This is an optimization exercise on Yosys and OpenROAD, whose aim is small area and a short achievable clock period, not a production implementation.
In this exercise RTL edits were held to simulation tests only and were not proved equivalent to the original.

==> flow/design.v, too long to show whole: its modules and the start of the top module <==
// module ising_core: 4651 lines
module ising_core (
    input  logic        clk,
    input  logic        reset,
    input  logic        wr_en,
    input  logic [31:0] wr_addr,
    input  logic [31:0] wdata,
    input  logic [31:0] rd_addr,
    output logic [31:0] rdata,
    input  logic        run,
    input  logic        spin_load,
    input  logic [15:0] spin_init,
    output logic [15:0] spins
);
  // ...
==> flow/flow/run.sh <==
#!/bin/bash
# The standard synthesis, then an inverter clean-up of the netlist around the
# full adders (flow/polar.py), checked against the synthesized netlist by random
# simulation (flow/nsim.py; on any difference the clean-up is dropped), then
# the standard layout from that netlist.
set -euo pipefail
R=orfs/results/$FLOW_PLATFORM/ising_core/base
bash standard.sh synth > synth.log 2>&1
cp $R/1_2_yosys.v synth_netlist.v
cp synth_netlist.v polar_netlist.v
python3 flow/polar.py polar_netlist.v > polar.log 2>&1
if python3 flow/nsim.py synth_netlist.v polar_netlist.v > nsim.log 2>&1 && grep -q " 0 differ, 0 missing" nsim.log; then
  cp polar_netlist.v $R/1_2_yosys.v
  rm -f $R/1_synth.odb $R/1_synth.sdc
fi
bash standard.sh finish > finish.log 2>&1
==> flow/flow/nsim.py <==
#!/usr/bin/env python3
"""Random bit-parallel comparison of two sky130hd netlists with the same registers
and ports: register outputs and inputs are free variables; compares every register
data/enable input and every output. usage: nsim.py A.v B.v"""
import re, sys, random
import os
LIB = os.path.join(os.environ.get("FLOW_HOME", "/OpenROAD-flow-scripts/flow"), "platforms/sky130hd/lib/sky130_fd_sc_hd__tt_025C_1v80.lib")
W = 1 << 12
MASK = (1 << W) - 1
lib = open(LIB).read()
funcs = {}
def cellfuncs(name):
    if name in funcs: return funcs[name]
    i = lib.index(f'cell ("{name}")')
    j = lib.find('\n    cell (', i + 10)
    body = lib[i:j if j > 0 else len(lib)]
    fs = {}
    for m in re.finditer(r'pin \("(\w+)"\)\s*\{(.*?)\n        \}', body, re.S):
        fm = re.search(r'function\s*:\s*"([^"]*)"', m.group(2))
        if fm: fs[m.group(1)] = fm.group(1)
    funcs[name] = fs
    return fs
def pyexpr(f):
    f = f.replace("!", "~").replace("&", " & ").replace("|", " | ").replace("^", " ^ ")
    f = re.sub(r'\b([A-Z_][A-Z0-9_]*)\b', r'v["\1"]', f)
    f = re.sub(r'(?<=[\w\]\)"])\s+(?=[v(~])', ' & ', f)  # implicit and (space)
    return f
def parse(path):
    t = open(path).read()
    cells = []
    for cm in re.finditer(r'^\s*(sky130_fd_sc_hd__\w+)\s+(\S+)\s*\((.*?)\);', t, re.S | re.M):
        pins = {p: n.strip() for p, n in re.findall(r'\.(\w+)\(\s*(.*?)\s*\)\s*(?:,|$)', cm.group(3), re.S)}
        cells.append((cm.group(1), cm.group(2), pins))
    outs = []
    for dm in re.finditer(r'^\s*output\s+(\[(\d+):(\d+)\]\s*)?(\S+?)\s*;', t, re.M):
        if dm.group(1):
            for k in range(int(dm.group(3)), int(dm.group(2)) + 1): outs.append(f"{dm.group(4)}[{k}]")
        else: outs.append(dm.group(4))
    return cells, outs
rng = random.Random(7)
free = {}
def val(n, env):
    if n in env: return env[n]
    if n == "1'b0" or n == "1'h0": return 0
    if n == "1'b1" or n == "1'h1": return MASK
    if n not in free: free[n] = rng.getrandbits(W)
    return free[n]
def run(path):
    cells, outs = parse(path)
    env = {}; drv = {}
    seq = []
    for typ, name, pins in cells:
        fs = cellfuncs(typ)
        if "df" in typ:
            for p, n in pins.items():
                if p in ("Q",): env[n] = None
            seq.append(("ff", name, typ, pins))
        else:
            for p in fs:
                if p in pins: drv[pins[p]] = (typ, pins, p, fs[p])
    # registers: Q free by register name
    for kind, name, typ, pins in seq:
        free.setdefault("Q:" + name, rng.getrandbits(W))
        env[pins["Q"]] = free["Q:" + name]
    sys.setrecursionlimit(100000)
    def ev(n):
        if n in env and env[n] is not None: return env[n]
        if n in drv:
            typ, pins, p, f = drv[n]
            v = {q: ev(m) for q, m in pins.items() if q not in cellfuncs(typ)}
            r = eval(pyexpr(f)) & MASK
            env[n] = r
            return r
        return val(n, env)
    res = {}
    for kind, name, typ, pins in seq:
        for p, n in pins.items():
            if p in ("D", "DE"): res[f"{name}.{p}"] = ev(n)
    for o in outs: res["out:" + o] = ev(o)
    return res
a = run(sys.argv[1]); b = run(sys.argv[2])
bad = [k for k in a if a[k] != b.get(k)]
missing = [k for k in a if k not in b]
print(f"compared {len(a)} points, {len(bad)} differ, {len(missing)} missing")
for k in bad[:10]: print("  differs:", k)
==> flow/flow/polar.py <==
#!/usr/bin/env python3
"""Inverter clean-up for a Yosys netlist of sky130hd cells.

extract_fa leaves many inverters between full adders. A full adder is self-dual
(FA(~a,~b,~c) = ~FA(a,b,c) on both outputs) and an xor/xnor gate takes either
input polarity if its type is swapped, so the polarity each such cell works in
is free. This picks those polarities by local search to need as few inverters
as possible, removes the inverters that fed only such cells, and adds back one
inverter per net that still needs an inverted copy. The logic function of every
output and register input is unchanged.

usage: polar.py NETLIST.v   (rewritten in place)"""
import re, sys
from collections import defaultdict

path = sys.argv[1]
src = open(path).read()

m = re.search(r'^(\s*module\s+\w+\s*\(.*?\);)(.*)^(\s*endmodule)', src, re.S | re.M)
head, body, tail = src[:m.start(2)], m.group(2), src[m.end(2):]

cell_re = re.compile(r'^  (sky130_fd_sc_hd__\w+)\s+(\S+)\s*\((.*?)\);\n', re.S | re.M)
pin_re = re.compile(r'\.(\w+)\(\s*(.*?)\s*\)\s*(?:,|$)', re.S)

OUTPINS = {"X", "Y", "Q", "Q_N", "SUM", "COUT", "HI", "LO"}
cells = []   # dict(type, name, pins{pin: net}, span)
for cm in cell_re.finditer(body):
    pins = {}
    for pm in pin_re.finditer(cm.group(3)):
        pins[pm.group(1)] = pm.group(2).strip()
    cells.append(dict(type=cm.group(1), name=cm.group(2), pins=pins, span=(cm.start(), cm.end())))

ports_out = set()
for dm in re.finditer(r'^\s*output\s+(\[(\d+):(\d+)\]\s*)?(\S+?)\s*;', body, re.M):
    if dm.group(1):
        hi, lo = int(dm.group(2)), int(dm.group(3))
        for k in range(min(hi, lo), max(hi, lo) + 1):
            ports_out.add(f"{dm.group(4)}[{k}]")
    else:
        ports_out.add(dm.group(4))
if re.search(r'^\s*assign\s', body, re.M):
    print("polar: netlist has assign statements; left unchanged")
    sys.exit(0)

def kind(t):
    b = t[len("sky130_fd_sc_hd__"):]
    if re.fullmatch(r'inv_\d+', b): return "inv"
    if re.fullmatch(r'fa_\d+', b): return "fa"
    if re.fullmatch(r'x(n?)or[23]_\d+', b): return "xor"
    return "fixed"

driver = {}
loads = defaultdict(list)
for ci, c in enumerate(cells):
    c["kind"] = kind(c["type"])
    for p, n in c["pins"].items():
        if p in OUTPINS:
            driver[n] = (ci, p)
        else:
            loads[n].append((ci, p))

FLEX = ("fa", "xor")
# inverters that feed only full adder and xor inputs (and no port) are removable.
removable = set()
for ci, c in enumerate(cells):
    if c["kind"] == "inv":
        y = c["pins"]["Y"]
        if y in ports_out: continue
        ls = loads.get(y, [])
        if ls and all(cells[l][ "kind"] in FLEX for l, _ in ls):
            removable.add(ci)

def literal(n):
    """(base net, parity) of net n through removable inverters."""
    p = 0
    while n in driver and driver[n][0] in removable:
        n = cells[driver[n][0]]["pins"]["A"]
        p ^= 1
    return n, p

flip = defaultdict(int)   # cell index -> 0/1, for fa and xor cells

def dflip(b):
    d = driver.get(b)
    if d is None: return 0
    c = cells[d[0]]
    return flip[d[0]] if c["kind"] in FLEX else 0

# requirement list per base: entries (consumer cell or None, parity p)
reqs = defaultdict(list)
pinlit = {}
for ci, c in enumerate(cells):
    if ci in removable: continue
    for p, n in c["pins"].items():
        if p in OUTPINS: continue
        if c["kind"] == "xor":
            b, par = literal(n)
            pinlit[(ci, p)] = (b, par)
            continue   # an xor takes either polarity
        b, par = literal(n)
        pinlit[(ci, p)] = (b, par)
        if c["kind"] == "inv":
            continue   # a kept inverter becomes a buffer if its input flips
        reqs[b].append((ci if c["kind"] == "fa" else None, par))
for n in ports_out:
    if n in driver:
        reqs[n].append((None, 0))

def need_inv(b):
    fd = dflip(b)
    for ci, par in reqs.get(b, ()):
        fc = flip[ci] if ci is not None else 0
        if fd ^ par ^ fc:
            return 1
    return 0

# bases each flippable cell touches
touch = defaultdict(set)
for ci, c in enumerate(cells):
    if c["kind"] not in FLEX or ci in removable: continue
    for p, n in c["pins"].items():
        if p in OUTPINS:
            touch[ci].add(n)
        elif c["kind"] == "fa":
            touch[ci].add(pinlit[(ci, p)][0])

cand = [ci for ci in touch]
cost0 = sum(need_inv(b) for b in list(reqs))
improved = True
rounds = 0
while improved and rounds < 50:
    improved = False
    rounds += 1
    for ci in cand:
        bs = touch[ci]
        before = sum(need_inv(b) for b in bs)
        flip[ci] ^= 1
        after = sum(need_inv(b) for b in bs)
        if after < before:
            improved = True
        else:
            flip[ci] ^= 1
# then simulated annealing from that point, keeping the best assignment.
import random
rng = random.Random(1)
cur = sum(need_inv(b) for b in list(reqs))
best, bestflip = cur, dict(flip)
steps = 300 * len(cand)
for it in range(steps):
    T = 0.6 * (1 - it / steps) + 0.01
    ci = cand[rng.randrange(len(cand))]
    bs = touch[ci]
    before = sum(need_inv(b) for b in bs)
    flip[ci] ^= 1
    after = sum(need_inv(b) for b in bs)
    dlt = after - before
    if dlt <= 0 or rng.random() < pow(2.718, -dlt / T):
        cur += dlt
        if cur < best:
            best, bestflip = cur, dict(flip)
    else:
        flip[ci] ^= 1
flip.clear(); flip.update(bestflip)
cost1 = sum(need_inv(b) for b in list(reqs))

# rewrite
invnet = {}
newcells = []
newwires = []
def inv_of(b):
    if b not in invnet:
        k = len(invnet)
        nn = f"_polar_n{k}_"
        invnet[b] = nn
        newwires.append(f"  wire {nn};\n")
        newcells.append(f"  sky130_fd_sc_hd__inv_1 _polar_i{k}_ (\n    .A({esc(b)}),\n    .Y({nn})\n  );\n")
    return invnet[b]

def esc(n):
    return n + " " if n.startswith("\\") else n

out = []
pos = 0
for ci, c in enumerate(cells):
    s, e = c["span"]
    out.append(body[pos:s]); pos = e
    if ci in removable:
        continue
    t = c["type"]
    pins = dict(c["pins"])
    if c["kind"] == "xor":
        par = 0
        for p in list(pins):
            if p in OUTPINS: continue
            b, pp = pinlit[(ci, p)]
            pins[p] = b
            par ^= pp ^ dflip(b)
        isx = 1 if "xnor" in t else 0
        if par ^ isx ^ flip[ci]:
            t = t.replace("__xor", "__xnor") if not isx else t
        else:
            t = t.replace("__xnor", "__xor") if isx else t
        # two-input xor has output X, two-input xnor output Y.
        if "or2_" in t:
            o = pins.pop("X", None) or pins.pop("Y")
            pins["Y" if "xnor" in t else "X"] = o
    elif c["kind"] == "inv":
        b, pp = pinlit[(ci, "A")]
        pins["A"] = b
        if dflip(b) ^ pp:
            t = t.replace("__inv_", "__buf_")
            pins["X"] = pins.pop("Y")
    else:
        for p in list(pins):
            if p in OUTPINS: continue
            b, pp = pinlit[(ci, p)]
            fc = flip[ci] if c["kind"] == "fa" else 0
            pins[p] = inv_of(b) if (dflip(b) ^ pp ^ fc) else b
    body_pins = ",\n".join(f"    .{p}({esc(n)})" for p, n in pins.items())
    out.append(f"  {t} {c['name']} (\n{body_pins}\n  );\n")
out.append(body[pos:])
# ports driven by flipped cells need the true value on the port net itself:
# move the port net to an inverter output.
newbody = "".join(out)
port_fix = [n for n in ports_out if n in driver and dflip(n)]
if port_fix:
    print("polar: flipped driver of a port; left unchanged")
    sys.exit(0)
newbody = newbody.rstrip("\n") + "\n" + "".join(newwires) + "".join(newcells)
open(path, "w").write(head + newbody + tail)
print(f"polar: {len(removable)} removable inverters, bases needing inverters {cost0} -> {cost1}, "
      f"{sum(flip[c] for c in cand)} cells flipped, {len(newcells)} inverters added, {rounds} rounds")
==> flow/standard.sh <==
#!/bin/bash
# synth_recipe.tcl (not shown) runs the flow's synth.tcl, then flattens the netlist and writes it again
# the make line also repeats each setting of config.mk as NAME=value (left out here)
make -C /OpenROAD-flow-scripts/flow DESIGN_CONFIG=/design/flow/config.mk WORK_HOME=/design/flow/orfs CLKGATE_MAP_FILE= SYNTH_SCRIPT=/design/flow/synth_recipe.tcl "${@:-finish}"
==> flow/config.mk <==
export PLATFORM = sky130hd
export DESIGN_NAME = ising_core
export DESIGN_NICKNAME = ising_core
export VERILOG_FILES = /design/flow/design.v
export SDC_FILE = /design/flow/constraint.sdc
export NUM_CORES = 4
export LEC_CHECK = 0
export CAP_MARGIN = 20
export CORE_MARGIN = 2
export CORE_UTILIZATION = 45
export CTS_CLUSTER_DIAMETER = 120
export CTS_CLUSTER_SIZE = 24
export SETUP_SLACK_MARGIN = 3.0
export SLEW_MARGIN = 20
==> flow/constraint.sdc <==
create_clock -name core_clock -period 8.0 [get_ports {clk}]
set_input_delay 1.6000 -clock core_clock [delete_from_list [all_inputs] [get_ports {clk}]]
set_output_delay 1.6000 -clock core_clock [all_outputs]
set_load 0.01 [all_outputs]
==> summary.md, run 1 <==
| Metric | Value |
|---|---|
| Fraction of area in multi-input gates | `55.83%` |
| Nets | `6,222` |
| Total number of vias | `44,860` |
| Initial Utilization | `45.21%` |
| IO Port Bufs | `132` |
| First-pass GRT wire length | `429.3 mm` |
| Initial antenna violation count | `35` |
| Design Area, Final | `71,550 um2` |
| Clock Tree Root | `clkbuf_16` |
| Seq. cell area | `18,990 um2` |
| Reg clk slew, reported paths | `0.10 ns` |
| Top layer in use | `met5` |
| Dpl cells | `6,142` |
| CP arrival | `5.57 ns` |
| Synthesized net count | `5,624` |
| CTS sink count | `668` |
| CP Class | `primary input to flop` |
| Die width | `364.0 um` |
| Avg Cell Area, Syn | `13.15 um2` |
| Setup bufs post-CTS | `350` |
| CP startpoint kind | `primary input` |
| Avg WL per Cell | `50.23 um` |
| GR Util met3 | `23.27%` |
| Fillers | `10,720` |
| CTS tree | `yes` |
| Post-Syn Instances | `4,435` |
| Post-route ant nets | `0` |
| Final Slew Violations | `0` |
| Met1 Track Usage GR | `63.50%` |
| Status | `complete, no violations` |
| Die H | `364.0 um` |
| Max-Cap Viols | `0` |
| Final Hold Fails | `0` |
==> run 2, diff against run 1 <==
--- a/flow/design.v
+++ b/flow/design.v
@@ -761,36 +761,36 @@
     assign t0_107 = t0_101 ^ t0_103 ^ t0_92;
     assign t0_108 = (t0_101 & t0_103) | (t0_101 & t0_92) | (t0_103 & t0_92);
     wire t0_109;
     wire t0_110;
     assign t0_109 = t0_105 ^ t0_94 ^ t0_96;
     assign t0_110 = (t0_105 & t0_94) | (t0_105 & t0_96) | (t0_94 & t0_96);
     wire t0_111;
     wire t0_112;
-    assign t0_111 = t0_107 ^ t0_98;
-    assign t0_112 = t0_107 & t0_98;
+    assign t0_111 = t0_107 ^ t0_98 ^ t0_109;
+    assign t0_112 = (t0_107 & t0_98) | (t0_107 & t0_109) | (t0_98 & t0_109);
     wire t0_113;
     wire t0_114;
     assign t0_113 = t0_100 ^ t0_102 ^ t0_104;
     assign t0_114 = (t0_100 & t0_102) | (t0_100 & t0_104) | (t0_102 & t0_104);
     wire t0_115;
     wire t0_116;
     assign t0_115 = t0_106 ^ t0_113 ^ t0_108;
     assign t0_116 = (t0_106 & t0_113) | (t0_106 & t0_108) | (t0_113 & t0_108);
     wire t0_117;
     wire t0_118;
     assign t0_117 = t0_110 ^ t0_115;
     assign t0_118 = t0_110 & t0_115;
     wire t0_119;
     wire t0_120;
     assign t0_119 = t0_114 ^ t0_116;
     assign t0_120 = t0_114 & t0_116;
-    assign fs_0 = {t0_120, t0_118, t0_112, t0_109, t0_97, t0_67, t0_39, t0_15};
-    assign fc_0 = {1'b0, t0_119, t0_117, t0_111, 1'b0, 1'b0, 1'b0, 1'b0};
+    assign fs_0 = {t0_120, t0_118, t0_112, t0_111, t0_97, t0_67, t0_39, t0_15};
+    assign fc_0 = {1'b0, t0_119, t0_117, 1'b0, 1'b0, 1'b0, 1'b0, 1'b0};
     logic [3:0] ni_0;
     assign ni_0 = dl1[0] ? nq : nq1;   
     logic [7:0] g_0, p_0;
     assign g_0 = fs_0 & fc_0;
     assign p_0 = fs_0 | fc_0;
     logic c2_0, c4_0, c6_0, c7_0, p21_0, p43_0, p65_0, p41_0;
     assign c2_0  = g_0[1] | (p_0[1] & g_0[0]);
     assign c4_0  = g_0[3] | (p_0[3] & g_0[2]) | (p_0[3] & p_0[2] & c2_0);
@@ -1019,36 +1019,36 @@
     assign t1_107 = t1_101 ^ t1_103 ^ t1_92;
     assign t1_108 = (t1_101 & t1_103) | (t1_101 & t1_92) | (t1_103 & t1_92);
     wire t1_109;
     wire t1_110;
     assign t1_109 = t1_105 ^ t1_94 ^ t1_96;
     assign t1_110 = (t1_105 & t1_94) | (t1_105 & t1_96) | (t1_94 & t1_96);
     wire t1_111;
     wire t1_112;
-    assign t1_111 = t1_107 ^ t1_98;
-    assign t1_112 = t1_107 & t1_98;
+    assign t1_111 = t1_107 ^ t1_98 ^ t1_109;
+    assign t1_112 = (t1_107 & t1_98) | (t1_107 & t1_109) | (t1_98 & t1_109);
     wire t1_113;
     wire t1_114;
     assign t1_113 = t1_100 ^ t1_102 ^ t1_104;
     assign t1_114 = (t1_100 & t1_102) | (t1_100 & t1_104) | (t1_102 & t1_104);
     wire t1_115;
     wire t1_116;
     assign t1_115 = t1_106 ^ t1_113 ^ t1_108;
     assign t1_116 = (t1_106 & t1_113) | (t1_106 & t1_108) | (t1_113 & t1_108);
     wire t1_117;
     wire t1_118;
     assign t1_117 = t1_110 ^ t1_115;
     assign t1_118 = t1_110 & t1_115;
     wire t1_119;
     wire t1_120;
     assign t1_119 = t1_114 ^ t1_116;
     assign t1_120 = t1_114 & t1_116;
-    assign fs_1 = {t1_120, t1_118, t1_112, t1_109, t1_97, t1_67, t1_39, t1_15};
-    assign fc_1 = {1'b0, t1_119, t1_117, t1_111, 1'b0, 1'b0, 1'b0, 1'b0};
+    assign fs_1 = {t1_120, t1_118, t1_112, t1_111, t1_97, t1_67, t1_39, t1_15};
+    assign fc_1 = {1'b0, t1_119, t1_117, 1'b0, 1'b0, 1'b0, 1'b0, 1'b0};
     logic [3:0] ni_1;
     assign ni_1 = dl1[1] ? nq : nq1;   
     logic [7:0] g_1, p_1;
     assign g_1 = fs_1 & fc_1;
     assign p_1 = fs_1 | fc_1;
     logic c2_1, c4_1, c6_1, c7_1, p21_1, p43_1, p65_1, p41_1;
     assign c2_1  = g_1[1] | (p_1[1] & g_1[0]);
     assign c4_1  = g_1[3] | (p_1[3] & g_1[2]) | (p_1[3] & p_1[2] & c2_1);
@@ -1277,36 +1277,36 @@
     assign t2_107 = t2_101 ^ t2_103 ^ t2_92;
     assign t2_108 = (t2_101 & t2_103) | (t2_101 & t2_92) | (t2_103 & t2_92);
     wire t2_109;
     wire t2_110;
     assign t2_109 = t2_105 ^ t2_94 ^ t2_96;
     assign t2_110 = (t2_105 & t2_94) | (t2_105 & t2_96) | (t2_94 & t2_96);
     wire t2_111;
     wire t2_112;
-    assign t2_111 = t2_107 ^ t2_98;
-    assign t2_112 = t2_107 & t2_98;
+    assign t2_111 = t2_107 ^ t2_98 ^ t2_109;
+    assign t2_112 = (t2_107 & t2_98) | (t2_107 & t2_109) | (t2_98 & t2_109);
     wire t2_113;
     wire t2_114;
     assign t2_113 = t2_100 ^ t2_102 ^ t2_104;
     assign t2_114 = (t2_100 & t2_102) | (t2_100 & t2_104) | (t2_102 & t2_104);
     wire t2_115;
     wire t2_116;
     assign t2_115 = t2_106 ^ t2_113 ^ t2_108;
     assign t2_116 = (t2_106 & t2_113) | (t2_106 & t2_108) | (t2_113 & t2_108);
     wire t2_117;
     wire t2_118;
     assign t2_117 = t2_110 ^ t2_115;
     assign t2_118 = t2_110 & t2_115;
     wire t2_119;
     wire t2_120;
     assign t2_119 = t2_114 ^ t2_116;
     assign t2_120 = t2_114 & t2_116;
-    assign fs_2 = {t2_120, t2_118, t2_112, t2_109, t2_97, t2_67, t2_39, t2_15};
-    assign fc_2 = {1'b0, t2_119, t2_117, t2_111, 1'b0, 1'b0, 1'b0, 1'b0};
+    assign fs_2 = {t2_120, t2_118, t2_112, t2_111, t2_97, t2_67, t2_39, t2_15};
+    assign fc_2 = {1'b0, t2_119, t2_117, 1'b0, 1'b0, 1'b0, 1'b0, 1'b0};
     logic [3:0] ni_2;
     assign ni_2 = dl1[2] ? nq : nq1;   
     logic [7:0] g_2, p_2;
     assign g_2 = fs_2 & fc_2;
     assign p_2 = fs_2 | fc_2;
     logic c2_2, c4_2, c6_2, c7_2, p21_2, p43_2, p65_2, p41_2;
     assign c2_2  = g_2[1] | (p_2[1] & g_2[0]);
     assign c4_2  = g_2[3] | (p_2[3] & g_2[2]) | (p_2[3] & p_2[2] & c2_2);
@@ -1535,36 +1535,36 @@
     assign t3_107 = t3_101 ^ t3_103 ^ t3_92;
     assign t3_108 = (t3_101 & t3_103) | (t3_101 & t3_92) | (t3_103 & t3_92);
     wire t3_109;
     wire t3_110;
     assign t3_109 = t3_105 ^ t3_94 ^ t3_96;
     assign t3_110 = (t3_105 & t3_94) | (t3_105 & t3_96) | (t3_94 & t3_96);
     wire t3_111;
     wire t3_112;
-    assign t3_111 = t3_107 ^ t3_98;
-    assign t3_112 = t3_107 & t3_98;
+    assign t3_111 = t3_107 ^ t3_98 ^ t3_109;
+    assign t3_112 = (t3_107 & t3_98) | (t3_107 & t3_109) | (t3_98 & t3_109);
     wire t3_113;
     wire t3_114;
     assign t3_113 = t3_100 ^ t3_102 ^ t3_104;
     assign t3_114 = (t3_100 & t3_102) | (t3_100 & t3_104) | (t3_102 & t3_104);
     wire t3_115;
     wire t3_116;
     assign t3_115 = t3_106 ^ t3_113 ^ t3_108;
     assign t3_116 = (t3_106 & t3_113) | (t3_106 & t3_108) | (t3_113 & t3_108);
     wire t3_117;
     wire t3_118;
     assign t3_117 = t3_110 ^ t3_115;
     assign t3_118 = t3_110 & t3_115;
     wire t3_119;
     wire t3_120;
     assign t3_119 = t3_114 ^ t3_116;
     assign t3_120 = t3_114 & t3_116;
-    assign fs_3 = {t3_120, t3_118, t3_112, t3_109, t3_97, t3_67, t3_39, t3_15};
-    assign fc_3 = {1'b0, t3_119, t3_117, t3_111, 1'b0, 1'b0, 1'b0, 1'b0};
+    assign fs_3 = {t3_120, t3_118, t3_112, t3_111, t3_97, t3_67, t3_39, t3_15};
+    assign fc_3 = {1'b0, t3_119, t3_117, 1'b0, 1'b0, 1'b0, 1'b0, 1'b0};
     logic [3:0] ni_3;
     assign ni_3 = dl1[3] ? nq : nq1;   
     logic [7:0] g_3, p_3;
     assign g_3 = fs_3 & fc_3;
     assign p_3 = fs_3 | fc_3;
     logic c2_3, c4_3, c6_3, c7_3, p21_3, p43_3, p65_3, p41_3;
     assign c2_3  = g_3[1] | (p_3[1] & g_3[0]);
     assign c4_3  = g_3[3] | (p_3[3] & g_3[2]) | (p_3[3] & p_3[2] & c2_3);
@@ -1793,36 +1793,36 @@
     assign t4_107 = t4_101 ^ t4_103 ^ t4_92;
     assign t4_108 = (t4_101 & t4_103) | (t4_101 & t4_92) | (t4_103 & t4_92);
     wire t4_109;
     wire t4_110;
     assign t4_109 = t4_105 ^ t4_94 ^ t4_96;
     assign t4_110 = (t4_105 & t4_94) | (t4_105 & t4_96) | (t4_94 & t4_96);
     wire t4_111;
     wire t4_112;
-    assign t4_111 = t4_107 ^ t4_98;
-    assign t4_112 = t4_107 & t4_98;
+    assign t4_111 = t4_107 ^ t4_98 ^ t4_109;
+    assign t4_112 = (t4_107 & t4_98) | (t4_107 & t4_109) | (t4_98 & t4_109);
     wire t4_113;
     wire t4_114;
     assign t4_113 = t4_100 ^ t4_102 ^ t4_104;
     assign t4_114 = (t4_100 & t4_102) | (t4_100 & t4_104) | (t4_102 & t4_104);
     wire t4_115;
     wire t4_116;
     assign t4_115 = t4_106 ^ t4_113 ^ t4_108;
     assign t4_116 = (t4_106 & t4_113) | (t4_106 & t4_108) | (t4_113 & t4_108);
     wire t4_117;
     wire t4_118;
     assign t4_117 = t4_110 ^ t4_115;
     assign t4_118 = t4_110 & t4_115;
     wire t4_119;
     wire t4_120;
     assign t4_119 = t4_114 ^ t4_116;
     assign t4_120 = t4_114 & t4_116;
-    assign fs_4 = {t4_120, t4_118, t4_112, t4_109, t4_97, t4_67, t4_39, t4_15};
-    assign fc_4 = {1'b0, t4_119, t4_117, t4_111, 1'b0, 1'b0, 1'b0, 1'b0};
+    assign fs_4 = {t4_120, t4_118, t4_112, t4_111, t4_97, t4_67, t4_39, t4_15};
+    assign fc_4 = {1'b0, t4_119, t4_117, 1'b0, 1'b0, 1'b0, 1'b0, 1'b0};
     logic [3:0] ni_4;
     assign ni_4 = dn1[4] ? nq1 : nq;   
     logic [7:0] g_4, p_4;
     assign g_4 = fs_4 & fc_4;
     assign p_4 = fs_4 | fc_4;
     logic c2_4, c4_4, c6_4, c7_4, p21_4, p43_4, p65_4, p41_4;
     assign c2_4  = g_4[1] | (p_4[1] & g_4[0]);
     assign c4_4  = g_4[3] | (p_4[3] & g_4[2]) | (p_4[3] & p_4[2] & c2_4);
@@ -2051,36 +2051,36 @@
     assign t5_107 = t5_101 ^ t5_103 ^ t5_92;
     assign t5_108 = (t5_101 & t5_103) | (t5_101 & t5_92) | (t5_103 & t5_92);
     wire t5_109;
     wire t5_110;
     assign t5_109 = t5_105 ^ t5_94 ^ t5_96;
     assign t5_110 = (t5_105 & t5_94) | (t5_105 & t5_96) | (t5_94 & t5_96);
     wire t5_111;
     wire t5_112;
-    assign t5_111 = t5_107 ^ t5_98;
-    assign t5_112 = t5_107 & t5_98;
+    assign t5_111 = t5_107 ^ t5_98 ^ t5_109;
+    assign t5_112 = (t5_107 & t5_98) | (t5_107 & t5_109) | (t5_98 & t5_109);
     wire t5_113;
     wire t5_114;
     assign t5_113 = t5_100 ^ t5_102 ^ t5_104;
     assign t5_114 = (t5_100 & t5_102) | (t5_100 & t5_104) | (t5_102 & t5_104);
     wire t5_115;
     wire t5_116;
     assign t5_115 = t5_106 ^ t5_113 ^ t5_108;
     assign t5_116 = (t5_106 & t5_113) | (t5_106 & t5_108) | (t5_113 & t5_108);
     wire t5_117;
     wire t5_118;
     assign t5_117 = t5_110 ^ t5_115;
     assign t5_118 = t5_110 & t5_115;
     wire t5_119;
     wire t5_120;
     assign t5_119 = t5_114 ^ t5_116;
     assign t5_120 = t5_114 & t5_116;
-    assign fs_5 = {t5_120, t5_118, t5_112, t5_109, t5_97, t5_67, t5_39, t5_15};
-    assign fc_5 = {1'b0, t5_119, t5_117, t5_111, 1'b0, 1'b0, 1'b0, 1'b0};
+    assign fs_5 = {t5_120, t5_118, t5_112, t5_111, t5_97, t5_67, t5_39, t5_15};
+    assign fc_5 = {1'b0, t5_119, t5_117, 1'b0, 1'b0, 1'b0, 1'b0, 1'b0};
     logic [3:0] ni_5;
     assign ni_5 = dn1[5] ? nq1 : nq;   
     logic [7:0] g_5, p_5;
     assign g_5 = fs_5 & fc_5;
     assign p_5 = fs_5 | fc_5;
     logic c2_5, c4_5, c6_5, c7_5, p21_5, p43_5, p65_5, p41_5;
     assign c2_5  = g_5[1] | (p_5[1] & g_5[0]);
     assign c4_5  = g_5[3] | (p_5[3] & g_5[2]) | (p_5[3] & p_5[2] & c2_5);
@@ -2309,36 +2309,36 @@
     assign t6_107 = t6_101 ^ t6_103 ^ t6_92;
     assign t6_108 = (t6_101 & t6_103) | (t6_101 & t6_92) | (t6_103 & t6_92);
     wire t6_109;
     wire t6_110;
     assign t6_109 = t6_105 ^ t6_94 ^ t6_96;
     assign t6_110 = (t6_105 & t6_94) | (t6_105 & t6_96) | (t6_94 & t6_96);
     wire t6_111;
     wire t6_112;
-    assign t6_111 = t6_107 ^ t6_98;
-    assign t6_112 = t6_107 & t6_98;
+    assign t6_111 = t6_107 ^ t6_98 ^ t6_109;
+    assign t6_112 = (t6_107 & t6_98) | (t6_107 & t6_109) | (t6_98 & t6_109);
     wire t6_113;
     wire t6_114;
     assign t6_113 = t6_100 ^ t6_102 ^ t6_104;
     assign t6_114 = (t6_100 & t6_102) | (t6_100 & t6_104) | (t6_102 & t6_104);
     wire t6_115;
     wire t6_116;
     assign t6_115 = t6_106 ^ t6_113 ^ t6_108;
     assign t6_116 = (t6_106 & t6_113) | (t6_106 & t6_108) | (t6_113 & t6_108);
     wire t6_117;
     wire t6_118;
     assign t6_117 = t6_110 ^ t6_115;
     assign t6_118 = t6_110 & t6_115;
     wire t6_119;
     wire t6_120;
     assign t6_119 = t6_114 ^ t6_116;
     assign t6_120 = t6_114 & t6_116;
-    assign fs_6 = {t6_120, t6_118, t6_112, t6_109, t6_97, t6_67, t6_39, t6_15};
-    assign fc_6 = {1'b0, t6_119, t6_117, t6_111, 1'b0, 1'b0, 1'b0, 1'b0};
+    assign fs_6 = {t6_120, t6_118, t6_112, t6_111, t6_97, t6_67, t6_39, t6_15};
+    assign fc_6 = {1'b0, t6_119, t6_117, 1'b0, 1'b0, 1'b0, 1'b0, 1'b0};
     logic [3:0] ni_6;
     assign ni_6 = dn1[6] ? nq1 : nq;   
     logic [7:0] g_6, p_6;
     assign g_6 = fs_6 & fc_6;
     assign p_6 = fs_6 | fc_6;
     logic c2_6, c4_6, c6_6, c7_6, p21_6, p43_6, p65_6, p41_6;
     assign c2_6  = g_6[1] | (p_6[1] & g_6[0]);
     assign c4_6  = g_6[3] | (p_6[3] & g_6[2]) | (p_6[3] & p_6[2] & c2_6);
@@ -2567,36 +2567,36 @@
     assign t7_107 = t7_101 ^ t7_103 ^ t7_92;
     assign t7_108 = (t7_101 & t7_103) | (t7_101 & t7_92) | (t7_103 & t7_92);
     wire t7_109;
     wire t7_110;
     assign t7_109 = t7_105 ^ t7_94 ^ t7_96;
     assign t7_110 = (t7_105 & t7_94) | (t7_105 & t7_96) | (t7_94 & t7_96);
     wire t7_111;
     wire t7_112;
-    assign t7_111 = t7_107 ^ t7_98;
-    assign t7_112 = t7_107 & t7_98;
+    assign t7_111 = t7_107 ^ t7_98 ^ t7_109;
+    assign t7_112 = (t7_107 & t7_98) | (t7_107 & t7_109) | (t7_98 & t7_109);
     wire t7_113;
     wire t7_114;
     assign t7_113 = t7_100 ^ t7_102 ^ t7_104;
     assign t7_114 = (t7_100 & t7_102) | (t7_100 & t7_104) | (t7_102 & t7_104);
     wire t7_115;
     wire t7_116;
     assign t7_115 = t7_106 ^ t7_113 ^ t7_108;
     assign t7_116 = (t7_106 & t7_113) | (t7_106 & t7_108) | (t7_113 & t7_108);
     wire t7_117;
     wire t7_118;
     assign t7_117 = t7_110 ^ t7_115;
     assign t7_118 = t7_110 & t7_115;
     wire t7_119;
     wire t7_120;
     assign t7_119 = t7_114 ^ t7_116;
     assign t7_120 = t7_114 & t7_116;
-    assign fs_7 = {t7_120, t7_118, t7_112, t7_109, t7_97, t7_67, t7_39, t7_15};
-    assign fc_7 = {1'b0, t7_119, t7_117, t7_111, 1'b0, 1'b0, 1'b0, 1'b0};
+    assign fs_7 = {t7_120, t7_118, t7_112, t7_111, t7_97, t7_67, t7_39, t7_15};
+    assign fc_7 = {1'b0, t7_119, t7_117, 1'b0, 1'b0, 1'b0, 1'b0, 1'b0};
     logic [3:0] ni_7;
     assign ni_7 = dn1[7] ? nq1 : nq;   
     logic [7:0] g_7, p_7;
     assign g_7 = fs_7 & fc_7;
     assign p_7 = fs_7 | fc_7;
     logic c2_7, c4_7, c6_7, c7_7, p21_7, p43_7, p65_7, p41_7;
     assign c2_7  = g_7[1] | (p_7[1] & g_7[0]);
     assign c4_7  = g_7[3] | (p_7[3] & g_7[2]) | (p_7[3] & p_7[2] & c2_7);
@@ -2825,36 +2825,36 @@
     assign t8_107 = t8_101 ^ t8_103 ^ t8_92;
     assign t8_108 = (t8_101 & t8_103) | (t8_101 & t8_92) | (t8_103 & t8_92);
     wire t8_109;
     wire t8_110;
     assign t8_109 = t8_105 ^ t8_94 ^ t8_96;
     assign t8_110 = (t8_105 & t8_94) | (t8_105 & t8_96) | (t8_94 & t8_96);
     wire t8_111;
     wire t8_112;
-    assign t8_111 = t8_107 ^ t8_98;
-    assign t8_112 = t8_107 & t8_98;
+    assign t8_111 = t8_107 ^ t8_98 ^ t8_109;
+    assign t8_112 = (t8_107 & t8_98) | (t8_107 & t8_109) | (t8_98 & t8_109);
     wire t8_113;
     wire t8_114;
     assign t8_113 = t8_100 ^ t8_102 ^ t8_104;
     assign t8_114 = (t8_100 & t8_102) | (t8_100 & t8_104) | (t8_102 & t8_104);
     wire t8_115;
     wire t8_116;
     assign t8_115 = t8_106 ^ t8_113 ^ t8_108;
     assign t8_116 = (t8_106 & t8_113) | (t8_106 & t8_108) | (t8_113 & t8_108);
     wire t8_117;
     wire t8_118;
     assign t8_117 = t8_110 ^ t8_115;
     assign t8_118 = t8_110 & t8_115;
     wire t8_119;
     wire t8_120;
     assign t8_119 = t8_114 ^ t8_116;
     assign t8_120 = t8_114 & t8_116;
-    assign fs_8 = {t8_120, t8_118, t8_112, t8_109, t8_97, t8_67, t8_39, t8_15};
-    assign fc_8 = {1'b0, t8_119, t8_117, t8_111, 1'b0, 1'b0, 1'b0, 1'b0};
+    assign fs_8 = {t8_120, t8_118, t8_112, t8_111, t8_97, t8_67, t8_39, t8_15};
+    assign fc_8 = {1'b0, t8_119, t8_117, 1'b0, 1'b0, 1'b0, 1'b0, 1'b0};
     logic [3:0] ni_8;
     assign ni_8 = dm1[8] ? nq : nq1;   
     logic [7:0] g_8, p_8;
     assign g_8 = fs_8 & fc_8;
     assign p_8 = fs_8 | fc_8;
     logic c2_8, c4_8, c6_8, c7_8, p21_8, p43_8, p65_8, p41_8;
     assign c2_8  = g_8[1] | (p_8[1] & g_8[0]);
     assign c4_8  = g_8[3] | (p_8[3] & g_8[2]) | (p_8[3] & p_8[2] & c2_8);
@@ -3083,36 +3083,36 @@
     assign t9_107 = t9_101 ^ t9_103 ^ t9_92;
     assign t9_108 = (t9_101 & t9_103) | (t9_101 & t9_92) | (t9_103 & t9_92);
     wire t9_109;
     wire t9_110;
     assign t9_109 = t9_105 ^ t9_94 ^ t9_96;
     assign t9_110 = (t9_105 & t9_94) | (t9_105 & t9_96) | (t9_94 & t9_96);
     wire t9_111;
     wire t9_112;
-    assign t9_111 = t9_107 ^ t9_98;
-    assign t9_112 = t9_107 & t9_98;
+    assign t9_111 = t9_107 ^ t9_98 ^ t9_109;
+    assign t9_112 = (t9_107 & t9_98) | (t9_107 & t9_109) | (t9_98 & t9_109);
     wire t9_113;
     wire t9_114;
     assign t9_113 = t9_100 ^ t9_102 ^ t9_104;
     assign t9_114 = (t9_100 & t9_102) | (t9_100 & t9_104) | (t9_102 & t9_104);
     wire t9_115;
     wire t9_116;
     assign t9_115 = t9_106 ^ t9_113 ^ t9_108;
     assign t9_116 = (t9_106 & t9_113) | (t9_106 & t9_108) | (t9_113 & t9_108);
     wire t9_117;
     wire t9_118;
     assign t9_117 = t9_110 ^ t9_115;
     assign t9_118 = t9_110 & t9_115;
     wire t9_119;
     wire t9_120;
     assign t9_119 = t9_114 ^ t9_116;
     assign t9_120 = t9_114 & t9_116;
-    assign fs_9 = {t9_120, t9_118, t9_112, t9_109, t9_97, t9_67, t9_39, t9_15};
-    assign fc_9 = {1'b0, t9_119, t9_117, t9_111, 1'b0, 1'b0, 1'b0, 1'b0};
+    assign fs_9 = {t9_120, t9_118, t9_112, t9_111, t9_97, t9_67, t9_39, t9_15};
+    assign fc_9 = {1'b0, t9_119, t9_117, 1'b0, 1'b0, 1'b0, 1'b0, 1'b0};
     logic [3:0] ni_9;
     assign ni_9 = dm1[9] ? nq : nq1;   
     logic [7:0] g_9, p_9;
     assign g_9 = fs_9 & fc_9;
     assign p_9 = fs_9 | fc_9;
     logic c2_9, c4_9, c6_9, c7_9, p21_9, p43_9, p65_9, p41_9;
     assign c2_9  = g_9[1] | (p_9[1] & g_9[0]);
     assign c4_9  = g_9[3] | (p_9[3] & g_9[2]) | (p_9[3] & p_9[2] & c2_9);
@@ -3341,36 +3341,36 @@
     assign t10_107 = t10_101 ^ t10_103 ^ t10_92;
     assign t10_108 = (t10_101 & t10_103) | (t10_101 & t10_92) | (t10_103 & t10_92);
     wire t10_109;
     wire t10_110;
     assign t10_109 = t10_105 ^ t10_94 ^ t10_96;
     assign t10_110 = (t10_105 & t10_94) | (t10_105 & t10_96) | (t10_94 & t10_96);
     wire t10_111;
     wire t10_112;
-    assign t10_111 = t10_107 ^ t10_98;
-    assign t10_112 = t10_107 & t10_98;
+    assign t10_111 = t10_107 ^ t10_98 ^ t10_109;
+    assign t10_112 = (t10_107 & t10_98) | (t10_107 & t10_109) | (t10_98 & t10_109);
     wire t10_113;
     wire t10_114;
     assign t10_113 = t10_100 ^ t10_102 ^ t10_104;
     assign t10_114 = (t10_100 & t10_102) | (t10_100 & t10_104) | (t10_102 & t10_104);
     wire t10_115;
     wire t10_116;
     assign t10_115 = t10_106 ^ t10_113 ^ t10_108;
     assign t10_116 = (t10_106 & t10_113) | (t10_106 & t10_108) | (t10_113 & t10_108);
     wire t10_117;
     wire t10_118;
     assign t10_117 = t10_110 ^ t10_115;
     assign t10_118 = t10_110 & t10_115;
     wire t10_119;
     wire t10_120;
     assign t10_119 = t10_114 ^ t10_116;
     assign t10_120 = t10_114 & t10_116;
-    assign fs_10 = {t10_120, t10_118, t10_112, t10_109, t10_97, t10_67, t10_39, t10_15};
-    assign fc_10 = {1'b0, t10_119, t10_117, t10_111, 1'b0, 1'b0, 1'b0, 1'b0};
+    assign fs_10 = {t10_120, t10_118, t10_112, t10_111, t10_97, t10_67, t10_39, t10_15};
+    assign fc_10 = {1'b0, t10_119, t10_117, 1'b0, 1'b0, 1'b0, 1'b0, 1'b0};
     logic [3:0] ni_10;
     assign ni_10 = dm1[10] ? nq : nq1;   
     logic [7:0] g_10, p_10;
     assign g_10 = fs_10 & fc_10;
     assign p_10 = fs_10 | fc_10;
     logic c2_10, c4_10, c6_10, c7_10, p21_10, p43_10, p65_10, p41_10;
     assign c2_10  = g_10[1] | (p_10[1] & g_10[0]);
     assign c4_10  = g_10[3] | (p_10[3] & g_10[2]) | (p_10[3] & p_10[2] & c2_10);
@@ -3599,36 +3599,36 @@
     assign t11_107 = t11_101 ^ t11_103 ^ t11_92;
     assign t11_108 = (t11_101 & t11_103) | (t11_101 & t11_92) | (t11_103 & t11_92);
     wire t11_109;
     wire t11_110;
     assign t11_109 = t11_105 ^ t11_94 ^ t11_96;
     assign t11_110 = (t11_105 & t11_94) | (t11_105 & t11_96) | (t11_94 & t11_96);
     wire t11_111;
     wire t11_112;
-    assign t11_111 = t11_107 ^ t11_98;
-    assign t11_112 = t11_107 & t11_98;
+    assign t11_111 = t11_107 ^ t11_98 ^ t11_109;
+    assign t11_112 = (t11_107 & t11_98) | (t11_107 & t11_109) | (t11_98 & t11_109);
     wire t11_113;
     wire t11_114;
     assign t11_113 = t11_100 ^ t11_102 ^ t11_104;
     assign t11_114 = (t11_100 & t11_102) | (t11_100 & t11_104) | (t11_102 & t11_104);
     wire t11_115;
     wire t11_116;
     assign t11_115 = t11_106 ^ t11_113 ^ t11_108;
     assign t11_116 = (t11_106 & t11_113) | (t11_106 & t11_108) | (t11_113 & t11_108);
     wire t11_117;
     wire t11_118;
     assign t11_117 = t11_110 ^ t11_115;
     assign t11_118 = t11_110 & t11_115;
     wire t11_119;
     wire t11_120;
     assign t11_119 = t11_114 ^ t11_116;
     assign t11_120 = t11_114 & t11_116;
-    assign fs_11 = {t11_120, t11_118, t11_112, t11_109, t11_97, t11_67, t11_39, t11_15};
-    assign fc_11 = {1'b0, t11_119, t11_117, t11_111, 1'b0, 1'b0, 1'b0, 1'b0};
+    assign fs_11 = {t11_120, t11_118, t11_112, t11_111, t11_97, t11_67, t11_39, t11_15};
+    assign fc_11 = {1'b0, t11_119, t11_117, 1'b0, 1'b0, 1'b0, 1'b0, 1'b0};
     logic [3:0] ni_11;
     assign ni_11 = dm1[11] ? nq : nq1;   
     logic [7:0] g_11, p_11;
     assign g_11 = fs_11 & fc_11;
     assign p_11 = fs_11 | fc_11;
     logic c2_11, c4_11, c6_11, c7_11, p21_11, p43_11, p65_11, p41_11;
     assign c2_11  = g_11[1] | (p_11[1] & g_11[0]);
     assign c4_11  = g_11[3] | (p_11[3] & g_11[2]) | (p_11[3] & p_11[2] & c2_11);
@@ -3857,36 +3857,36 @@
     assign t12_107 = t12_101 ^ t12_103 ^ t12_92;
     assign t12_108 = (t12_101 & t12_103) | (t12_101 & t12_92) | (t12_103 & t12_92);
     wire t12_109;
     wire t12_110;
     assign t12_109 = t12_105 ^ t12_94 ^ t12_96;
     assign t12_110 = (t12_105 & t12_94) | (t12_105 & t12_96) | (t12_94 & t12_96);
     wire t12_111;
     wire t12_112;
-    assign t12_111 = t12_107 ^ t12_98;
-    assign t12_112 = t12_107 & t12_98;
+    assign t12_111 = t12_107 ^ t12_98 ^ t12_109;
+    assign t12_112 = (t12_107 & t12_98) | (t12_107 & t12_109) | (t12_98 & t12_109);
     wire t12_113;
     wire t12_114;
     assign t12_113 = t12_100 ^ t12_102 ^ t12_104;
     assign t12_114 = (t12_100 & t12_102) | (t12_100 & t12_104) | (t12_102 & t12_104);
     wire t12_115;
     wire t12_116;
     assign t12_115 = t12_106 ^ t12_113 ^ t12_108;
     assign t12_116 = (t12_106 & t12_113) | (t12_106 & t12_108) | (t12_113 & t12_108);
     wire t12_117;
     wire t12_118;
     assign t12_117 = t12_110 ^ t12_115;
     assign t12_118 = t12_110 & t12_115;
     wire t12_119;
     wire t12_120;
     assign t12_119 = t12_114 ^ t12_116;
     assign t12_120 = t12_114 & t12_116;
-    assign fs_12 = {t12_120, t12_118, t12_112, t12_109, t12_97, t12_67, t12_39, t12_15};
-    assign fc_12 = {1'b0, t12_119, t12_117, t12_111, 1'b0, 1'b0, 1'b0, 1'b0};
+    assign fs_12 = {t12_120, t12_118, t12_112, t12_111, t12_97, t12_67, t12_39, t12_15};
+    assign fc_12 = {1'b0, t12_119, t12_117, 1'b0, 1'b0, 1'b0, 1'b0, 1'b0};
     logic [3:0] ni_12;
     assign ni_12 = dp1[12] ? nq1 : nq;   
     logic [7:0] g_12, p_12;
     assign g_12 = fs_12 & fc_12;
     assign p_12 = fs_12 | fc_12;
     logic c2_12, c4_12, c6_12, c7_12, p21_12, p43_12, p65_12, p41_12;
     assign c2_12  = g_12[1] | (p_12[1] & g_12[0]);
     assign c4_12  = g_12[3] | (p_12[3] & g_12[2]) | (p_12[3] & p_12[2] & c2_12);
@@ -4115,36 +4115,36 @@
     assign t13_107 = t13_101 ^ t13_103 ^ t13_92;
     assign t13_108 = (t13_101 & t13_103) | (t13_101 & t13_92) | (t13_103 & t13_92);
     wire t13_109;
     wire t13_110;
     assign t13_109 = t13_105 ^ t13_94 ^ t13_96;
     assign t13_110 = (t13_105 & t13_94) | (t13_105 & t13_96) | (t13_94 & t13_96);
     wire t13_111;
     wire t13_112;
-    assign t13_111 = t13_107 ^ t13_98;
-    assign t13_112 = t13_107 & t13_98;
+    assign t13_111 = t13_107 ^ t13_98 ^ t13_109;
+    assign t13_112 = (t13_107 & t13_98) | (t13_107 & t13_109) | (t13_98 & t13_109);
     wire t13_113;
     wire t13_114;
     assign t13_113 = t13_100 ^ t13_102 ^ t13_104;
     assign t13_114 = (t13_100 & t13_102) | (t13_100 & t13_104) | (t13_102 & t13_104);
     wire t13_115;
     wire t13_116;
     assign t13_115 = t13_106 ^ t13_113 ^ t13_108;
     assign t13_116 = (t13_106 & t13_113) | (t13_106 & t13_108) | (t13_113 & t13_108);
     wire t13_117;
     wire t13_118;
     assign t13_117 = t13_110 ^ t13_115;
     assign t13_118 = t13_110 & t13_115;
     wire t13_119;
     wire t13_120;
     assign t13_119 = t13_114 ^ t13_116;
     assign t13_120 = t13_114 & t13_116;
-    assign fs_13 = {t13_120, t13_118, t13_112, t13_109, t13_97, t13_67, t13_39, t13_15};
-    assign fc_13 = {1'b0, t13_119, t13_117, t13_111, 1'b0, 1'b0, 1'b0, 1'b0};
+    assign fs_13 = {t13_120, t13_118, t13_112, t13_111, t13_97, t13_67, t13_39, t13_15};
+    assign fc_13 = {1'b0, t13_119, t13_117, 1'b0, 1'b0, 1'b0, 1'b0, 1'b0};
     logic [3:0] ni_13;
     assign ni_13 = dp1[13] ? nq1 : nq;   
     logic [7:0] g_13, p_13;
     assign g_13 = fs_13 & fc_13;
     assign p_13 = fs_13 | fc_13;
     logic c2_13, c4_13, c6_13, c7_13, p21_13, p43_13, p65_13, p41_13;
     assign c2_13  = g_13[1] | (p_13[1] & g_13[0]);
     assign c4_13  = g_13[3] | (p_13[3] & g_13[2]) | (p_13[3] & p_13[2] & c2_13);
@@ -4373,36 +4373,36 @@
     assign t14_107 = t14_101 ^ t14_103 ^ t14_92;
     assign t14_108 = (t14_101 & t14_103) | (t14_101 & t14_92) | (t14_103 & t14_92);
     wire t14_109;
     wire t14_110;
     assign t14_109 = t14_105 ^ t14_94 ^ t14_96;
     assign t14_110 = (t14_105 & t14_94) | (t14_105 & t14_96) | (t14_94 & t14_96);
     wire t14_111;
     wire t14_112;
-    assign t14_111 = t14_107 ^ t14_98;
-    assign t14_112 = t14_107 & t14_98;
+    assign t14_111 = t14_107 ^ t14_98 ^ t14_109;
+    assign t14_112 = (t14_107 & t14_98) | (t14_107 & t14_109) | (t14_98 & t14_109);
     wire t14_113;
     wire t14_114;
     assign t14_113 = t14_100 ^ t14_102 ^ t14_104;
     assign t14_114 = (t14_100 & t14_102) | (t14_100 & t14_104) | (t14_102 & t14_104);
     wire t14_115;
     wire t14_116;
     assign t14_115 = t14_106 ^ t14_113 ^ t14_108;
     assign t14_116 = (t14_106 & t14_113) | (t14_106 & t14_108) | (t14_113 & t14_108);
     wire t14_117;
     wire t14_118;
     assign t14_117 = t14_110 ^ t14_115;
     assign t14_118 = t14_110 & t14_115;
     wire t14_119;
     wire t14_120;
     assign t14_119 = t14_114 ^ t14_116;
     assign t14_120 = t14_114 & t14_116;
-    assign fs_14 = {t14_120, t14_118, t14_112, t14_109, t14_97, t14_67, t14_39, t14_15};
-    assign fc_14 = {1'b0, t14_119, t14_117, t14_111, 1'b0, 1'b0, 1'b0, 1'b0};
+    assign fs_14 = {t14_120, t14_118, t14_112, t14_111, t14_97, t14_67, t14_39, t14_15};
+    assign fc_14 = {1'b0, t14_119, t14_117, 1'b0, 1'b0, 1'b0, 1'b0, 1'b0};
     logic [3:0] ni_14;
     assign ni_14 = dp1[14] ? nq1 : nq;   
     logic [7:0] g_14, p_14;
     assign g_14 = fs_14 & fc_14;
     assign p_14 = fs_14 | fc_14;
     logic c2_14, c4_14, c6_14, c7_14, p21_14, p43_14, p65_14, p41_14;
     assign c2_14  = g_14[1] | (p_14[1] & g_14[0]);
     assign c4_14  = g_14[3] | (p_14[3] & g_14[2]) | (p_14[3] & p_14[2] & c2_14);
@@ -4631,36 +4631,36 @@
     assign t15_107 = t15_101 ^ t15_103 ^ t15_92;
     assign t15_108 = (t15_101 & t15_103) | (t15_101 & t15_92) | (t15_103 & t15_92);
     wire t15_109;
     wire t15_110;
     assign t15_109 = t15_105 ^ t15_94 ^ t15_96;
     assign t15_110 = (t15_105 & t15_94) | (t15_105 & t15_96) | (t15_94 & t15_96);
     wire t15_111;
     wire t15_112;
-    assign t15_111 = t15_107 ^ t15_98;
-    assign t15_112 = t15_107 & t15_98;
+    assign t15_111 = t15_107 ^ t15_98 ^ t15_109;
+    assign t15_112 = (t15_107 & t15_98) | (t15_107 & t15_109) | (t15_98 & t15_109);
     wire t15_113;
     wire t15_114;
     assign t15_113 = t15_100 ^ t15_102 ^ t15_104;
     assign t15_114 = (t15_100 & t15_102) | (t15_100 & t15_104) | (t15_102 & t15_104);
     wire t15_115;
     wire t15_116;
     assign t15_115 = t15_106 ^ t15_113 ^ t15_108;
     assign t15_116 = (t15_106 & t15_113) | (t15_106 & t15_108) | (t15_113 & t15_108);
     wire t15_117;
     wire t15_118;
     assign t15_117 = t15_110 ^ t15_115;
     assign t15_118 = t15_110 & t15_115;
     wire t15_119;
     wire t15_120;
     assign t15_119 = t15_114 ^ t15_116;
     assign t15_120 = t15_114 & t15_116;
-    assign fs_15 = {t15_120, t15_118, t15_112, t15_109, t15_97, t15_67, t15_39, t15_15};
-    assign fc_15 = {1'b0, t15_119, t15_117, t15_111, 1'b0, 1'b0, 1'b0, 1'b0};
+    assign fs_15 = {t15_120, t15_118, t15_112, t15_111, t15_97, t15_67, t15_39, t15_15};
+    assign fc_15 = {1'b0, t15_119, t15_117, 1'b0, 1'b0, 1'b0, 1'b0, 1'b0};
     logic [3:0] ni_15;
     assign ni_15 = dp1[15] ? nq1 : nq;   
     logic [7:0] g_15, p_15;
     assign g_15 = fs_15 & fc_15;
     assign p_15 = fs_15 | fc_15;
     logic c2_15, c4_15, c6_15, c7_15, p21_15, p43_15, p65_15, p41_15;
     assign c2_15  = g_15[1] | (p_15[1] & g_15[0]);
     assign c4_15  = g_15[3] | (p_15[3] & g_15[2]) | (p_15[3] & p_15[2] & c2_15);
==> run 2 against run 1 <==
  * Still clean on timing, DRC and antenna
  * Core utilization shrank 0.60 points
  * Sequential share of layout area grew 0.78 points
  * Worst hold slack gained 0.0061 ns
  * Area after synthesis decreased by 1.6%
  * Final cell count fell by 4.0%
  * Flip-flop and latch count unchanged
==> summary.md, run 2 <==
| Metric | Value |
|---|---|
| Status | `complete, no violations (unchanged)` |
| CP arrival | `5.86 ns (was 5.57 ns)` |
| Reg clk slew, reported paths | `0.11 ns (was 0.10 ns)` |
| CP startpoint kind | `flop (was primary input)` |
| Initial Utilization | `45.19% (was 45.21%)` |
| Post-Syn Instances | `4,266 (was 4,435)` |
| Minimum clock period | `5.220 ns (was 5.136 ns)` |
| Clock Tree Root | `clkbuf_16 (unchanged)` |
| Top Ports | `165 (unchanged)` |
| GRT Total Usage | `51.32% (was 51.57%)` |
| Worst-path fanout max | `3 (was 16)` |
| Nets | `5,985 (was 6,222)` |
| GRT overflow | `0 (unchanged)` |
| Commonest non-fill, non-tap cell in the layout | `fa_1 (unchanged)` |
| Clock Skews | `0.04100 ns (was 0.06831 ns)` |
| Final HPWL DP | `257.9 mm (was 266.1 mm)` |
| Drt total wl | `336.0 mm (was 342.4 mm)` |
| Synthesized net count | `5,423 (was 5,624)` |
| Relative slew slack | `10.94% (was 13.63%)` |
| DRC viols | `0 (unchanged)` |
| CP Class | `flop to flop (was primary input to flop)` |
| Fmax | `191.6 MHz (was 194.7 MHz)` |
| Fillers | `10,660 (was 10,720)` |
| Dpl cells | `5,906 (was 6,142)` |
| Die H | `361.2 um (was 364.0 um)` |
| Die area | `130,400 um2 (was 132,500 um2)` |
| CTS sink count | `668 (unchanged)` |
| Avg Cell Area, Syn | `13.46 um2 (was 13.15 um2)` |
| Final worst slack | `2.780 ns (was 2.864 ns)` |
| Die width | `361.2 um (was 364.0 um)` |
| Layout area overhead | `21.42% (was 22.70%)` |
| Max-Cap Viols | `0 (unchanged)` |
| CTS Buffer Depth | `3 (unchanged)` |
| Initial antenna violation count | `33 (was 35)` |
| IO Port Bufs | `132 (unchanged)` |
| Drt initial violations | `6,839 (was 7,061)` |
| RSZ-0062 raised after global routing | `yes (unchanged)` |
| Post-route ant nets | `0 (unchanged)` |
| Hold crit path type | `flop to flop (unchanged)` |
| Worst reg-to-reg setup slack | `2.78 ns (was 2.89 ns)` |
| Required time worst endpoint | `8.64 ns (was 8.44 ns)` |
| Share of layout cells above drive strength 1 | `28.15% (was 29.40%)` |
| Synthesized cell area | `57,400 um2 (was 58,310 um2)` |
| Setup TNS | `0 ns (unchanged)` |
| Vias in the first global route | `42,630 (was 42,550)` |
| Ys Warns | `1 (unchanged)` |
| Largest net degree at the start of global routing | `137 (was 123)` |
| CP endpoint kind | `flop (unchanged)` |
| Avg WL per Cell | `51.37 um (was 50.23 um)` |
| CTS tree | `yes (unchanged)` |
| Num CTS Buffers | `40 (was 38)` |
| Final Slew Violations | `0 (unchanged)` |
| Most frequent cells in the layout | `707 x fa_1, 579 x buf_4, 544 x edfxtp_1 (was 663 x fa_1, 616 x buf_4, 544 x edfxtp_1)` |
| Post-Layout Cell Count | `6,541 (was 6,817)` |
| Final Hold Fails | `0 (unchanged)` |
| Final GP Congestion | `1.116 (was 1.120)` |
| Worst-Margin Slew | `1.336 ns (was 1.296 ns)` |
| Period utilisation layout | `65.25% (was 64.19%)` |
| First-pass GRT wire length | `424.7 mm (was 429.3 mm)` |
| Total number of vias | `43,630 (was 44,860)` |
| Std-Cell Rows | `131 (was 132)` |
| Clock Latency Late Sink | `0.68 ns (was 0.69 ns)` |
| Final setup fails | `0 (unchanged)` |
| DRT Pass-1 Iters | `8 (was 7)` |
| Hold Worst Slack | `0.4418 ns (was 0.4357 ns)` |
| Core footprint | `127,000 um2 (was 129,000 um2)` |
| Pre-CTS WS | `1.722 ns (was 1.896 ns)` |
| H-tree depth | `2 (unchanged)` |
| Post-DR vias/cell | `6.670 (was 6.581)` |
[run 2: path summary, 6_finish.rpt]
check                 start        end  depth (start not counted)
setup / recovery  w_3_15[2]  spins[15]                         13
hold / removal      dm0[11]    dp1[11]                          1
setup reg to reg  w_3_15[2]  spins[15]                         13
hold reg to reg     dm0[11]    dp1[11]                          1
[run 2: metal layers]
metal  GRT usage (%)  wire length (um)
met5          0.5549               253
met4           44.27             36480
met3           22.45             49120
met1           62.97            117500
met2           68.56            132700
[run 2: timing repair]
item / in CTS / in global routing
resized for setup: 494 / 199
pin swaps: 161 / 153
hold endpoints to repair: 0 / 0
buffers inserted: 402 / 140
hold buffers: 0 / 0
endpoints found under the setup margin: 20 / 16
gates cloned: 0 / 0
[run 2: cell type report]
class	count	area, um2	share of cell area [%]
repair buffers	799	7030	10.09
inverters	327	1232	1.768
flip-flops and latches	668	19040	27.32
clock inverters	18	237.7	0.3411
clock buffers	56	1092	1.567
multi-input cells	2992	38930	55.86
well taps	1662	2079	2.984
diodes	19	47.55	0.06822
[run 2: stage by stage]
stage	area, um2	utilization, %
finish	69690	54.87
CTS	67420	53.07
detailed placement	60760	47.83
global placement	60760	47.83
floorplan	57940	-
global route	69650	54.83
[run 2: worst max-delay path, cell delays in order (launching register included)]
cell and delay [ns]:
edfxtp_1 0.92, xnor2_1 0.24, fa_1 0.70, fa_1 0.50
fa_1 0.47, fa_1 0.45, fa_1 0.47, fa_2 0.37
inv_1 0.07, ha_1 0.23, nor4bb_1 0.26, a41oi_1 0.22
nor3_1 0.20, a21o_1 0.10
==> run 3, diff against run 2 <==
--- a/flow/config.mk
+++ b/flow/config.mk
@@ -7,7 +7,7 @@
 export LEC_CHECK = 0
 export CAP_MARGIN = 20
 export CORE_MARGIN = 2
-export CORE_UTILIZATION = 45
+export CORE_UTILIZATION = 50
 export CTS_CLUSTER_DIAMETER = 120
 export CTS_CLUSTER_SIZE = 24
 export SETUP_SLACK_MARGIN = 3.0
==> run 3 against run 2 <==
  * Still clean on timing, DRC and antenna
  * Die area is 9.9% lower
  * Cell area down 0.48%
  * Fmax down 2.7%
  * Count of clock-buffer cells in the layout shrank 5
  * Sequential share of layout area grew 0.10 points
  * Highest routed layer unchanged
==> summary.md, run 3 <==
| Metric | Value |
|---|---|
| IO Port Bufs | `132 (unchanged)` |
| Fmax | `186.5 MHz (was 191.6 MHz)` |
| Layout area overhead | `20.84% (was 21.42%)` |
| Share of layout cells above drive strength 1 | `27.60% (was 28.15%)` |
| Std-Cell Rows | `124 (was 131)` |
| Final Slew Violations | `0 (unchanged)` |
| Initial Utilization | `50.34% (was 45.19%)` |
| Pre-CTS WS | `1.865 ns (was 1.722 ns)` |
| Required time worst endpoint | `8.47 ns (was 8.64 ns)` |
| GRT overflow | `0 (unchanged)` |
| Setup TNS | `0 ns (unchanged)` |
| CTS Hold Bufs | `0 (unchanged)` |
| Post-route ant nets | `0 (unchanged)` |
| Clock Tree Root | `clkbuf_16 (unchanged)` |
| CP endpoint kind | `flop (unchanged)` |
| Avg Cell Area, Syn | `13.46 um2 (unchanged)` |
| Worst-Margin Slew | `1.285 ns (was 1.336 ns)` |
| DP Area | `60,600 um2 (was 60,760 um2)` |
| Status | `complete, no violations (unchanged)` |
| RSZ-0062 raised after global routing | `yes (unchanged)` |
| Final worst slack | `2.638 ns (was 2.780 ns)` |
| Clock Latency Late Sink | `0.68 ns (about the same)` |
| Hold crit path type | `flop to flop (unchanged)` |
| Minimum clock period | `5.362 ns (was 5.220 ns)` |
| Ys Warns | `1 (unchanged)` |
| Vias in the first global route | `42,920 (was 42,630)` |
| Period utilisation layout | `67.02% (was 65.25%)` |
| CP startpoint kind | `primary input (was flop)` |
| CP Class | `primary input to flop (was flop to flop)` |
| Reg clk slew, reported paths | `0.11 ns (about the same)` |
| CTS tree | `yes (unchanged)` |
| Core footprint | `114,000 um2 (was 127,000 um2)` |
| Drt total wl | `323.0 mm (was 336.0 mm)` |
| Die H | `342.8 um (was 361.2 um)` |
| Most frequent cells in the layout | `713 x fa_1, 544 x edfxtp_1, 516 x buf_4 (was 707 x fa_1, 579 x buf_4, 544 x edfxtp_1)` |
| Synthesized cell area | `57,400 um2 (unchanged)` |
| Final GP Congestion | `1.162 (was 1.116)` |
| Design Area, Final | `69,360 um2 (was 69,690 um2)` |
| DRC viols | `0 (unchanged)` |
| Synthesized net count | `5,423 (unchanged)` |
| CTS Buffer Depth | `3 (unchanged)` |
| Largest net degree at the start of global routing | `137 (unchanged)` |
| Total number of vias | `43,830 (was 43,630)` |
| Nets | `5,932 (was 5,985)` |
| Final HPWL DP | `249.4 mm (was 257.9 mm)` |
| DRT Pass-1 Iters | `7 (was 8)` |
| GRT Total Usage | `55.24% (was 51.32%)` |
| Initial antenna violation count | `45 (was 33)` |
| Fin util | `60.83% (was 54.87%)` |
| Commonest non-fill, non-tap cell in the layout | `fa_1 (unchanged)` |
| Die area | `117,500 um2 (was 130,400 um2)` |
| Final setup fails | `0 (unchanged)` |
| Relative slew slack | `14.36% (was 10.94%)` |
| Post-Syn Instances | `4,266 (unchanged)` |
| CTS sink count | `668 (unchanged)` |
| Top Ports | `165 (unchanged)` |
| Drt initial violations | `7,055 (was 6,839)` |
| Post-DR vias/cell | `6.912 (was 6.670)` |
| Num CTS Buffers | `38 (was 40)` |
| First-pass GRT wire length | `412.4 mm (was 424.7 mm)` |
| Max-Cap Viols | `0 (unchanged)` |
| H-tree depth | `2 (unchanged)` |
| CP arrival | `5.84 ns (was 5.86 ns)` |
| Clock Skews | `0.04038 ns (was 0.04100 ns)` |
| Fillers | `8,893 (was 10,660)` |
| Worst-path fanout max | `16 (was 3)` |
| Final Hold Fails | `0 (unchanged)` |
| Die width | `342.8 um (was 361.2 um)` |
| Avg WL per Cell | `50.93 um (was 51.37 um)` |
==> run 3: through the flow <==
stage / hold WS, ns / cells
after floorplan: 0.3955 / 4266
after global placement: 0.4045 / 5758
after detailed placement: 0.4081 / 5759
after CTS: 0.4297 / 6213
after global routing: 0.4474 / 6322
final: 0.4282 / 6342
==> run 3: layout make-up <==
cell class | count | area [um2] | share of cell area [%]
multi-input cells | 2992 | 39200 | 56.51
well taps | 1512 | 1892 | 2.727
diodes | 29 | 72.57 | 0.1046
clock buffers | 51 | 1021 | 1.472
repair buffers | 748 | 6744 | 9.723
flip-flops and latches | 668 | 19020 | 27.42
clock inverters | 15 | 182.7 | 0.2634
inverters | 327 | 1232 | 1.777
==> run 3: final timing paths <==
path	slack, ns	start	endpoint	depth (start not counted)
setup / recovery	2.64	rd_addr[14]	rdata_q[3]	8
hold / removal	0.43	dm0[12]	dp1[12]	1
setup reg to reg	2.77	dm1[0]	spins[11]	16
hold reg to reg	0.43	dm0[12]	dp1[12]	1
==> run 3: repair_timing <==
item | 4_1_cts | 5_1_grt
pin swaps | 164 | 148
resized for setup | 532 | 204
setup buffers | 388 | 100
setup endpoints to repair | 20 | 20
==> run 3: critical path, stage by stage <==
cell and delay, ns:
clkdlybuf4s50_1 0.97, nand4bb_2 0.55, nor2_1 0.67, a22o_1 0.57, a221oi_2 0.19, nand4_1 0.30, nor4_1 0.12, a31oi_1 0.83
==> run 3: metal layers <==
metal	up-vias	GRT usage, %	wire length, um
li1	15540	-	-
met1	22690	65.52	105500
met2	4377	73.40	126300
met3	1190	28.23	54160
met4	32	47.81	36490
met5	-	0.5609	501

## what the ideal ports hide
The results above use ideal ports. As a check the final layouts listed here were re-extracted and re-timed, cells and wires unchanged. Step 1 sets driving cells, clkbuf_16 on the clock port and buf_2 on the other inputs (assumed; they add their load-dependent delay and slew). Step 2 also shifts input and output timing later by t, the mid clock arrival at the registers, as if the neighbouring blocks saw the same clock. Slacks: no drivers / after step 1 / after step 2; pairs: no drivers / after step 1.
| run | t (ns) | setup WS [ns] | hold WS [ns] |
|---|---|---|---|
| run 1 | 0.738 | 2.864 / 2.875 / 2.138 | 0.436 / 0.436 / 0.436 |
| run 2 | 0.746 | 2.780 / 2.780 / 2.182 | 0.442 / 0.442 / 0.442 |
| run 3 | 0.742 | 2.638 / 2.697 / 1.955 | 0.428 / 0.428 / 0.428 |
After both steps setup and hold are still met in every run listed. The setup slack of run 1, which loses most, moves by +0.011 ns with the drivers and by -0.726 ns with both steps.
